This design comes from an exercise in tuning for a short achievable clock period and few clock cycles on the open sky130 flow, not from production work.
No functional check of the RTL was part of this run.
Power figures rest on the tool's default switching activity, not on a simulated workload.

--- design/flow/config.mk ---
export PLATFORM = sky130hd
export DESIGN_NAME = core
export DESIGN_NICKNAME = core
export VERILOG_FILES = /design/flow/design.v
export SDC_FILE = /design/flow/constraint.sdc
export NUM_CORES = 4
export LEC_CHECK = 0
export CAP_MARGIN = 20
export CORE_MARGIN = 2
export CORE_UTILIZATION = 40
export SLEW_MARGIN = 20
--- design/flow/constraint.sdc ---
create_clock -name core_clock -period 6.5 [get_ports {i_CLK}]
set_input_delay 1.3000 -clock core_clock [delete_from_list [all_inputs] [get_ports {i_CLK}]]
set_output_delay 1.3000 -clock core_clock [all_outputs]
set_load 0.01 [all_outputs]
--- design/flow/design.v ---
package rv_pkg;
    typedef enum logic [6:0] {
        OP     = 7'b0110011,
        OP_IMM = 7'b0010011,
        LUI    = 7'b0110111,
        LOAD   = 7'b0000011,
        STORE  = 7'b0100011,
        BRANCH = 7'b1100011
    } opcode_e;
    typedef enum logic [2:0] {
        ADD    = 3'd0,
        SUB    = 3'd1,
        AND    = 3'd2,
        OR     = 3'd3,
        XOR    = 3'd4,
        PASS_B = 3'd5
    } alu_op_e;
endpackage
module regfile (
    input  logic                i_CLK,
    input  logic                i_RSTn,
    input  logic [4:0]          i_rs1_ptr,
    input  logic [4:0]          i_rs2_ptr,
    input  logic [4:0]          i_rd1_ptr,
    input  logic [32-1:0] i_rd1,
    input  logic                i_we1,
    input  logic [4:0]          i_rd2_ptr,
    input  logic [32-1:0] i_rd2,
    input  logic                i_we2,
    output logic [32-1:0] o_rs1,
    output logic [32-1:0] o_rs2
);
    logic [32-1:0] regs [1:31];
    always_ff @(posedge i_CLK) begin
        for (int i = 1; i < 32; i++) begin
            if (!i_RSTn) begin
                regs[i] <= '0;
            end else if (i_we1 && (i_rd1_ptr == 5'(i))) begin
                regs[i] <= i_rd1;
            end else if (i_we2 && (i_rd2_ptr == 5'(i))) begin
                regs[i] <= i_rd2;
            end
        end
    end
    always_comb begin
        o_rs1 = (i_rs1_ptr == 5'd0) ? '0 : regs[i_rs1_ptr];
        o_rs2 = (i_rs2_ptr == 5'd0) ? '0 : regs[i_rs2_ptr];
    end
endmodule
module core (
    input  logic                i_CLK,
    input  logic                i_RSTn,
    input  logic [32-1:0] i_INSTRUCTION,
    input  logic [32-1:0] i_BUS_RDATA,
    input  logic                i_BUS_GNT,
    output logic [32-1:0] o_PC,
    output logic [32-1:0] o_BUS_WDATA,
    output logic [32-1:0] o_BUS_ADDR,
    output logic                o_BUS_WE,
    output logic                o_BUS_RE,
    output logic                o_BUS_REQ
);
    logic [31:0] pc_q;         
    logic [31:0] f_pc;         
    logic        f_valid;      
    logic        hold_valid;   
    logic [31:0] hold_word;
    logic [31:0] hold_pc;
    logic        e_valid;
    rv_pkg::alu_op_e e_alu_op;
    logic [31:0] e_opa;
    logic [31:0] e_opb;
    logic [31:0] e_rs2v;
    logic [4:0]  e_rs1;
    logic [4:0]  e_rs2;
    logic [4:0]  e_rd;
    logic        e_use1;
    logic        e_use2;       
    logic        e_use2s;      
    logic        e_we;         
    logic        e_ld;
    logic        e_st;
    logic        e_br;
    logic [31:0] e_target;
    logic        m_valid;
    logic        m_we;
    logic        m_re;
    logic [31:0] m_addr;
    logic [31:0] m_wdata;
    logic [4:0]  m_rd;
    logic m_xfer;       
    logic m_ldw;        
    logic ld_wr;        
    assign m_xfer = m_valid & i_BUS_GNT;
    assign m_ldw  = m_valid & m_re & (m_rd != 5'd0);
    assign ld_wr  = m_ldw & i_BUS_GNT;
    assign o_BUS_REQ   = m_valid;
    assign o_BUS_WE    = m_we;
    assign o_BUS_RE    = m_re;
    assign o_BUS_ADDR  = m_addr;
    assign o_BUS_WDATA = m_wdata;
    logic        fwd_a, fwd_b, fwd_s;
    logic [31:0] opa, opb, rs2v;
    logic [31:0] alu_res;
    logic        e_dep;
    logic        e_mem;
    logic        e_fire;
    logic        e_redirect;
    logic        e_wr;
    assign fwd_a = m_ldw & e_use1  & (e_rs1 == m_rd);
    assign fwd_b = m_ldw & e_use2  & (e_rs2 == m_rd);
    assign fwd_s = m_ldw & e_use2s & (e_rs2 == m_rd);
    assign opa  = fwd_a ? i_BUS_RDATA : e_opa;
    assign opb  = fwd_b ? i_BUS_RDATA : e_opb;
    assign rs2v = fwd_s ? i_BUS_RDATA : e_rs2v;
    always_comb begin
        case (e_alu_op)
            rv_pkg::SUB:    alu_res = opa - opb;
            rv_pkg::AND:    alu_res = opa & opb;
            rv_pkg::OR:     alu_res = opa | opb;
            rv_pkg::XOR:    alu_res = opa ^ opb;
            rv_pkg::PASS_B: alu_res = opb;
            default:        alu_res = opa + opb;
        endcase
    end
    assign e_dep  = fwd_a | fwd_b | fwd_s | (m_ldw & e_we & (e_rd == m_rd));
    assign e_mem  = e_ld | e_st;
    assign e_fire = e_valid & ~(e_mem & m_valid & ~i_BUS_GNT) & ~(e_dep & ~i_BUS_GNT);
    assign e_redirect = e_fire & e_br & (opa == rs2v);
    assign e_wr       = e_valid & e_we & (e_rd != 5'd0);
    always_ff @(posedge i_CLK) begin
        if (!i_RSTn) begin
            m_valid <= 1'b0;
        end else if (e_fire & e_mem) begin
            m_valid <= 1'b1;
        end else if (i_BUS_GNT) begin
            m_valid <= 1'b0;
        end
    end
    always_ff @(posedge i_CLK) begin
        if (e_fire & e_mem) begin
            m_we    <= e_st;
            m_re    <= e_ld;
            m_addr  <= alu_res;
            m_wdata <= rs2v;
            m_rd    <= e_ld ? e_rd : 5'd0;
        end
    end
    logic [31:0] word;
    logic [31:0] d_pc;
    logic        d_valid;
    logic        d_move;       
    logic        d_fire;
    logic        d_redirect;
    logic [6:0]  opcode;
    logic [2:0]  funct3;
    logic [4:0]  rs1, rs2, rd;
    logic [31:0] imm_i, imm_s, imm_u, imm;
    logic [31:0] d_target;
    rv_pkg::alu_op_e alu_op;
    logic        legal, use1, use2, use2s, use_imm, we, ld, st, br, br_static;
    logic [31:0] rf_rs1, rf_rs2, rs1v, rs2v_d;
    assign word    = hold_valid ? hold_word : i_INSTRUCTION;
    assign d_pc    = hold_valid ? hold_pc : f_pc;
    assign d_valid = hold_valid | f_valid;
    assign opcode = word[6:0];
    assign funct3 = word[14:12];
    assign rs1    = word[19:15];
    assign rs2    = word[24:20];
    assign rd     = word[11:7];
    assign imm_i  = {{20{word[31]}}, word[31:20]};
    assign imm_s  = {{20{word[31]}}, word[31:25], word[11:7]};
    assign imm_u  = {word[31:12], 12'b0};
    logic [13:0] tgt_lo;
    logic [18:0] pc_hi, pc_hi_p1, pc_hi_m1;
    assign tgt_lo   = {1'b0, d_pc[12:0]} + {1'b0, word[31], word[7], word[30:25], word[11:8], 1'b0};
    assign pc_hi    = d_pc[31:13];
    assign pc_hi_p1 = pc_hi + 19'd1;
    assign pc_hi_m1 = pc_hi - 19'd1;
    assign d_target = {(tgt_lo[13] == word[31]) ? pc_hi : (tgt_lo[13] ? pc_hi_p1 : pc_hi_m1), tgt_lo[12:0]};
    always_comb begin
        alu_op  = rv_pkg::ADD;
        use_imm = 1'b1;
        imm     = imm_i;
        legal   = 1'b0;
        use1    = 1'b0;
        use2s   = 1'b0;
        we      = 1'b0;
        ld      = 1'b0;
        st      = 1'b0;
        br      = 1'b0;
        case (opcode)
            7'b0110011: begin
                use_imm = 1'b0;
                use1    = 1'b1;
                we      = 1'b1;
                legal   = 1'b1;
                case (funct3)
                    3'b000:  alu_op = word[30] ? rv_pkg::SUB : rv_pkg::ADD;
                    3'b100:  alu_op = rv_pkg::XOR;
                    3'b110:  alu_op = rv_pkg::OR;
                    3'b111:  alu_op = rv_pkg::AND;
                    default: legal = 1'b0;
                endcase
            end
            7'b0010011: begin
                use1  = 1'b1;
                we    = 1'b1;
                legal = (funct3 == 3'b000);
            end
            7'b0110111: begin
                alu_op = rv_pkg::PASS_B;
                imm    = imm_u;
                we     = 1'b1;
                legal  = 1'b1;
            end
            7'b0000011: begin
                use1  = 1'b1;
                we    = 1'b1;
                ld    = 1'b1;
                legal = (funct3 == 3'b010);
            end
            7'b0100011: begin
                imm   = imm_s;
                use1  = 1'b1;
                use2s = 1'b1;
                st    = 1'b1;
                legal = (funct3 == 3'b010);
            end
            7'b1100011: begin
                use_imm = 1'b0;
                use1    = 1'b1;
                use2s   = 1'b1;
                br      = 1'b1;
                legal   = (funct3 == 3'b000);
            end
            default: legal = 1'b0;
        endcase
    end
    assign use2 = ~use_imm;
    assign br_static = (opcode == 7'b1100011) & (funct3 == 3'b000) & (rs1 == rs2);
    regfile u_regfile (
        .i_CLK     (i_CLK),
        .i_RSTn    (i_RSTn),
        .i_rs1_ptr (rs1),
        .i_rs2_ptr (rs2),
        .i_rd1_ptr (e_rd),
        .i_rd1     (alu_res),
        .i_we1     (e_fire & e_we & ~e_ld),
        .i_rd2_ptr (m_rd),
        .i_rd2     (i_BUS_RDATA),
        .i_we2     (ld_wr),
        .o_rs1     (rf_rs1),
        .o_rs2     (rf_rs2)
    );
    always_comb begin
        if (rs1 == 5'd0)                         rs1v = '0;
        else if (e_wr & ~e_ld & (e_rd == rs1))   rs1v = alu_res;
        else if (ld_wr & (m_rd == rs1))          rs1v = i_BUS_RDATA;
        else                                     rs1v = rf_rs1;
        if (rs2 == 5'd0)                         rs2v_d = '0;
        else if (e_wr & ~e_ld & (e_rd == rs2))   rs2v_d = alu_res;
        else if (ld_wr & (m_rd == rs2))          rs2v_d = i_BUS_RDATA;
        else                                     rs2v_d = rf_rs2;
    end
    assign d_move     = ~e_valid | e_fire;
    assign d_fire     = d_valid & d_move & ~e_redirect;
    assign d_redirect = d_fire & br_static;
    always_ff @(posedge i_CLK) begin
        if (!i_RSTn) begin
            e_valid <= 1'b0;
        end else if (e_redirect) begin
            e_valid <= 1'b0;
        end else if (d_move) begin
            e_valid <= d_valid & legal & ~br_static;
        end
    end
    always_ff @(posedge i_CLK) begin
        if (d_move) begin
            e_alu_op <= alu_op;
            e_opa    <= rs1v;
            e_opb    <= use_imm ? imm : rs2v_d;
            e_rs2v   <= rs2v_d;
            e_rs1    <= rs1;
            e_rs2    <= rs2;
            e_rd     <= rd;
            e_use1   <= use1 & (rs1 != 5'd0);
            e_use2   <= use2 & (rs2 != 5'd0);
            e_use2s  <= use2s & (rs2 != 5'd0);
            e_we     <= we;
            e_ld     <= ld;
            e_st     <= st;
            e_br     <= br;
            e_target <= d_target;
        end
    end
    logic d_stall;
    assign d_stall = d_valid & ~d_move & ~e_redirect;
    always_ff @(posedge i_CLK) begin
        if (!i_RSTn) begin
            pc_q <= 32'h0000_0000;
        end else if (e_redirect) begin
            pc_q <= e_target;
        end else if (d_redirect) begin
            pc_q <= d_target;
        end else if (!d_stall) begin
            pc_q <= pc_q + 32'd4;
        end
    end
    assign o_PC = pc_q;
    always_ff @(posedge i_CLK) begin
        if (!i_RSTn) begin
            f_valid <= 1'b0;
        end else begin
            f_valid <= ~(e_redirect | d_redirect);
        end
    end
    always_ff @(posedge i_CLK) begin
        f_pc <= pc_q;
    end
    always_ff @(posedge i_CLK) begin
        if (!i_RSTn) begin
            hold_valid <= 1'b0;
        end else begin
            hold_valid <= d_stall;
        end
    end
    always_ff @(posedge i_CLK) begin
        if (d_stall & ~hold_valid) begin
            hold_word <= i_INSTRUCTION;
            hold_pc   <= f_pc;
        end
    end
endmodule
--- design/flow/run.sh ---
#!/bin/bash
# synth_recipe.tcl (not shown) runs the flow's synth.tcl, then flattens the netlist and writes it again
# the make line also repeats each setting of config.mk as NAME=value (left out here)
make -C /OpenROAD-flow-scripts/flow DESIGN_CONFIG=/design/flow/config.mk WORK_HOME=/design/flow/orfs CLKGATE_MAP_FILE= SYNTH_SCRIPT=/design/flow/synth_recipe.tcl finish
==> out/qor.csv <==
stage;metric;value;unit
clock_tree;cts-htree-levels;4;
run_status;status;finished clean;
clock_tree;holdBufCountCts;0;
timing;fmax;159;MHz
final_layout;fin_cells;12000;
placed_design;portBuffers;165;
synth;synth_area;79500;um2
setup_path;end_kind;flop;
global_route;grt_max_degree;201;
clock_tree;cts.path.max_buffers;3;
global_route;grt.total_usage;47.0;%
synth;synth_async_sr_flop_share;0;%
timing;worst_pin_slew;1.32;ns
timing;finalSetupViolCount;0;
setup_path;cp_slowest_cell;edfxtp_1;
die;core-area;197000;um2
synth;synth_flop_cell;dfxtp_1;
die;row_count;163;
die;die_h;450;um
drt;wl_per_cell;41.5;um
setup_path;worstPathArrival;6.86;ns
final_layout;drive_gt1_share;15.6;%
drt;drtAntennaViolNets;0;
synth;synth-seq-cells;1348;
final_layout;fin_nets;9405;
clock_tree;clk_latency;0.86;ns
timing;relSlewSlack;12.0;%
synth;yosys.area.top_type;dfxtp_1;
setup_path;crit_type;flop to flop;
final_layout;area_delta_synth_final;18.1;%
synth;ys.warnings.count;35;
setup_path;crit_path_start_kind;flop;
global_route;grt_pass1_wl;670;mm
flow_run;max_cap_viol_count;0;
die;dieArea;202000;um2
setup_path;cp_common_cell;buf_4;
synth;ys_seq_area_share;37.6;%
synth;yosysUniqueCellTypes;90;
placed_design;hpwl;315;mm
clock_tree;cts_resized;0;
drt;vias_per_cell;7.51;
setup_path;max_stage_delay;0.40;ns
placed_design;placed_area;88300;um2
power_and_ir_drop;irDropWorstVdd;0.000239;V
die;io_pins;166;
synth;synthTopCellsByArea;dfxtp_1 27%, edfxtp_1 11%, a211oi_1 8.4%;
clock_tree;cts_made_buffers;159;
timing;skew;0.0366;ns
synth;synth_cells;9233;
setup_path;crit_required;7.08;ns
clock_tree;cts_setup_buffers;0;
timing;fin_crit_sh;96.7;%
setup_path;crit_family;compound AO/OA/AOI/OAI gates;
final_layout;finish.utilization;47.6;%
drt;first_iter_violations;19700;
final_layout;fin_area;93900;um2
setup_path;crit_buf_inv;7;
die;initial_core_util;40.3;%
drt;drc;0;
power_and_ir_drop;power_density;216;nW/um2
clock_tree;cts_tree;yes;
global_route;antenna_found_initial;44;
setup_path;critical_path.max_fanout;19;
clock_tree;cts_sinks;1348;
synth;synth_edf_count;288;
placed_design;dp.cells;11700;
clock_tree;cts-root-buf;clkbuf_16;
min_path;hold_path_class;flop to flop;
synth;syn_area_per_cell;8.61;um2
synth;synth_top_area_share;26.7;%
die;die_x;450;um
placed_design;gp_congestion;1.06;
clock_tree;clk_pin_slew;0.06;ns
timing;fin_crit;6.28;ns
final_layout;fill_cells;19000;
timing;slew_violations;0;
timing;rsz0062_at_grt;false;
timing;hold_viol;0;
drt;finalWirelength;499;mm
power_and_ir_drop;cellLeakagePower;34.0;nW
drt;num_vias;90300;
synth;syn-num-nets;9428;
global_route;grt_overflow;0;
drt;first_pass_iters;11;
global_route;grt_pass1_vias;80500;
-- where the power goes --
group / switching (mW) / internal (mW) / total (mW)
combinational: 1.61 / 0.572 / 2.18
sequential: 0.0477 / 8.58 / 8.63
clock: 4.11 / 5.35 / 9.46
total: 5.77 / 14.5 / 20.3
-- path summary, 6_finish.rpt --
| kind | to | start | slack (ns) | cells after the start |
|---|---|---|---|---|
| hold / removal | f_pc[0] | pc_q[0] | 0.38 | 0 |
| hold reg to reg | f_pc[0] | pc_q[0] | 0.38 | 0 |
| setup reg to reg | e_opb[31] | m_rd[3] | 0.22 | 26 |
| setup / recovery | e_opb[31] | m_rd[3] | 0.22 | 26 |
-- area by class of cell --
class	instances	area, um2	share of cell area [%]
Tap cell	2640	3300	3.52
Timing Repair Buffer	842	8100	8.63
Antenna cell	45	113	0.120
Inverter	159	604	0.644
Clock buffer	231	4660	4.96
Sequential cell	1348	29900	31.8
Clock inverter	63	653	0.696
Multi-Input combinational cell	6700	46600	49.6
-- logic make-up after synthesis --
kind of cell / after synthesis / share of synthesized area [%]
mux: 780 / 10.3
buf+inv: 1185 / 5.89
flops: 1348 / 37.6
compound gates: 3466 / 29.8
fa+ha+maj: 128 / 2.04
xor+xnor: 168 / 1.86
simple gates: 2158 / 12.5
-- layout by cell type (no fill, tap or decap), types with 288 or more instances in the layout --
cell type | netlist | layout
mux2_2 | 304 | 304
nand2_1 | 341 | 337
nor2_1 | 1039 | 966
a21oi_1 | 777 | 768
a211oi_1 | 889 | 871
buf_4 | 13 | 567
a22oi_1 | 326 | 326
dfxtp_1 | 1060 | 1059
edfxtp_1 | 288 | 288
o21ai_0 | 541 | 539
mux2i_1 | 476 | 474
-- cell usage after synthesis, types with 11 or more instances --
master and instances:
nor4_1 16, buf_2 72, o221ai_1 36, or4_1 15
buf_4 13, o211ai_1 23, o22ai_1 44, clkbuf_1 860
a31oi_1 16, mux2i_1 476, a221o_1 37, nand2_1 341
a22o_1 250, and4_1 16, a311oi_1 15, or3_1 15
dfxtp_1 1060, a222oi_1 62, a211oi_1 889, ha_1 125
nand4_1 157, buf_1 69, o21ai_0 541, xnor2_1 102
buf_6 11, xor2_1 65, nor2_1 1039, or2_2 11
nand3_1 149, edfxtp_1 288, and2_1 28, and3_1 45
a22oi_1 326, inv_1 153, nand3b_1 19, nand2b_1 17
mux2_2 304, a21o_1 42, o31ai_1 11, o21a_1 22
a221oi_1 280, o21ai_1 13, a21oi_1 777, nor2b_1 133
nor3_1 115
-- worst reg2reg max path, stage by stage (launching register included) --
cell	delay, ns
edfxtp_1	0.40
buf_4	0.33
nor3_4	0.10
a211oi_2	0.20
buf_4	0.15
and2_2	0.38
buf_4	0.26
mux2i_1	0.36
buf_4	0.19
inv_1	0.06
nor2_1	0.20
a21oi_1	0.14
xnor2_1	0.19
ha_1	0.23
a21oi_1	0.14
o21ai_0	0.15
a31o_2	0.29
o21ai_0	0.36
buf_4	0.22
a21oi_1	0.10
buf_4	0.17
o2111ai_1	0.25
nand3_1	0.17
xnor2_1	0.18
a221o_1	0.40
a21oi_1	0.14
mux2_2	0.29
-- sequential cells by signal, indices dropped and copies added (netlist names), 3 cells and up --
signal          flops
m_addr             32
m_rd                5
e_rd                5
m_wdata            32
pc_q               32
u_regfile.regs    992
e_rs2               5
e_opb              32
e_opa              32
hold_word          32
f_pc               32
e_alu_op            3
hold_pc            32
e_rs1               5
e_target           32
e_rs2v             32
-- per-layer routing --
layer,GRT usage (%),part of all wire [%]
met3,26.1,17
met2,60.3,37
met5,0.497,0.14
met1,58.0,36
met4,33.3,9.4
-- through the flow --
stage / setup WS, ns / power [mW] / setup TNS, ns / hold WS (ns)
floorplan: -0.0185 / 9.70 / -0.0185 / 0.390
finish: 0.215 / 20.3 / 0 / 0.381
global placement: -0.421 / 10.8 / -54.66 / 0.376
detailed placement: -0.299 / 10.8 / -33.60 / 0.373
global route: 0.0604 / 20.5 / 0 / 0.398
CTS: 0.157 / 20.0 / 0 / 0.384

port drivers added, routing unchanged:
No port has a modelled driver above. Below, the same layout with a new extraction and two added sets of constraints. Step 1: set_driving_cell puts a clkbuf_16 on i_CLK and a buf_2 on each other input, an assumption about the parent block. Step 2 moves the port delays by t, midway between the first and last clock arrival at a register: inputs arrive t later, outputs are due t later. That takes back most of the time a late clock gives input paths. Slacks: ideal ports / drivers / drivers and shift; pairs: ideal ports / drivers.
t, ns: 0.935
setup slack, ns: 0.215 / 0.215 / -0.507
latest minus earliest clock arrival (ns): 0.042 / 0.042
worst register clock-pin slew, ns: 0.07 / 0.07
worst slew at a driven data input, ns: 0.23
Met with ideal ports but missed after step 2: setup timing in this run. The setup slack of this run moves by 0.000 ns with the drivers and by -0.722 ns with both steps.
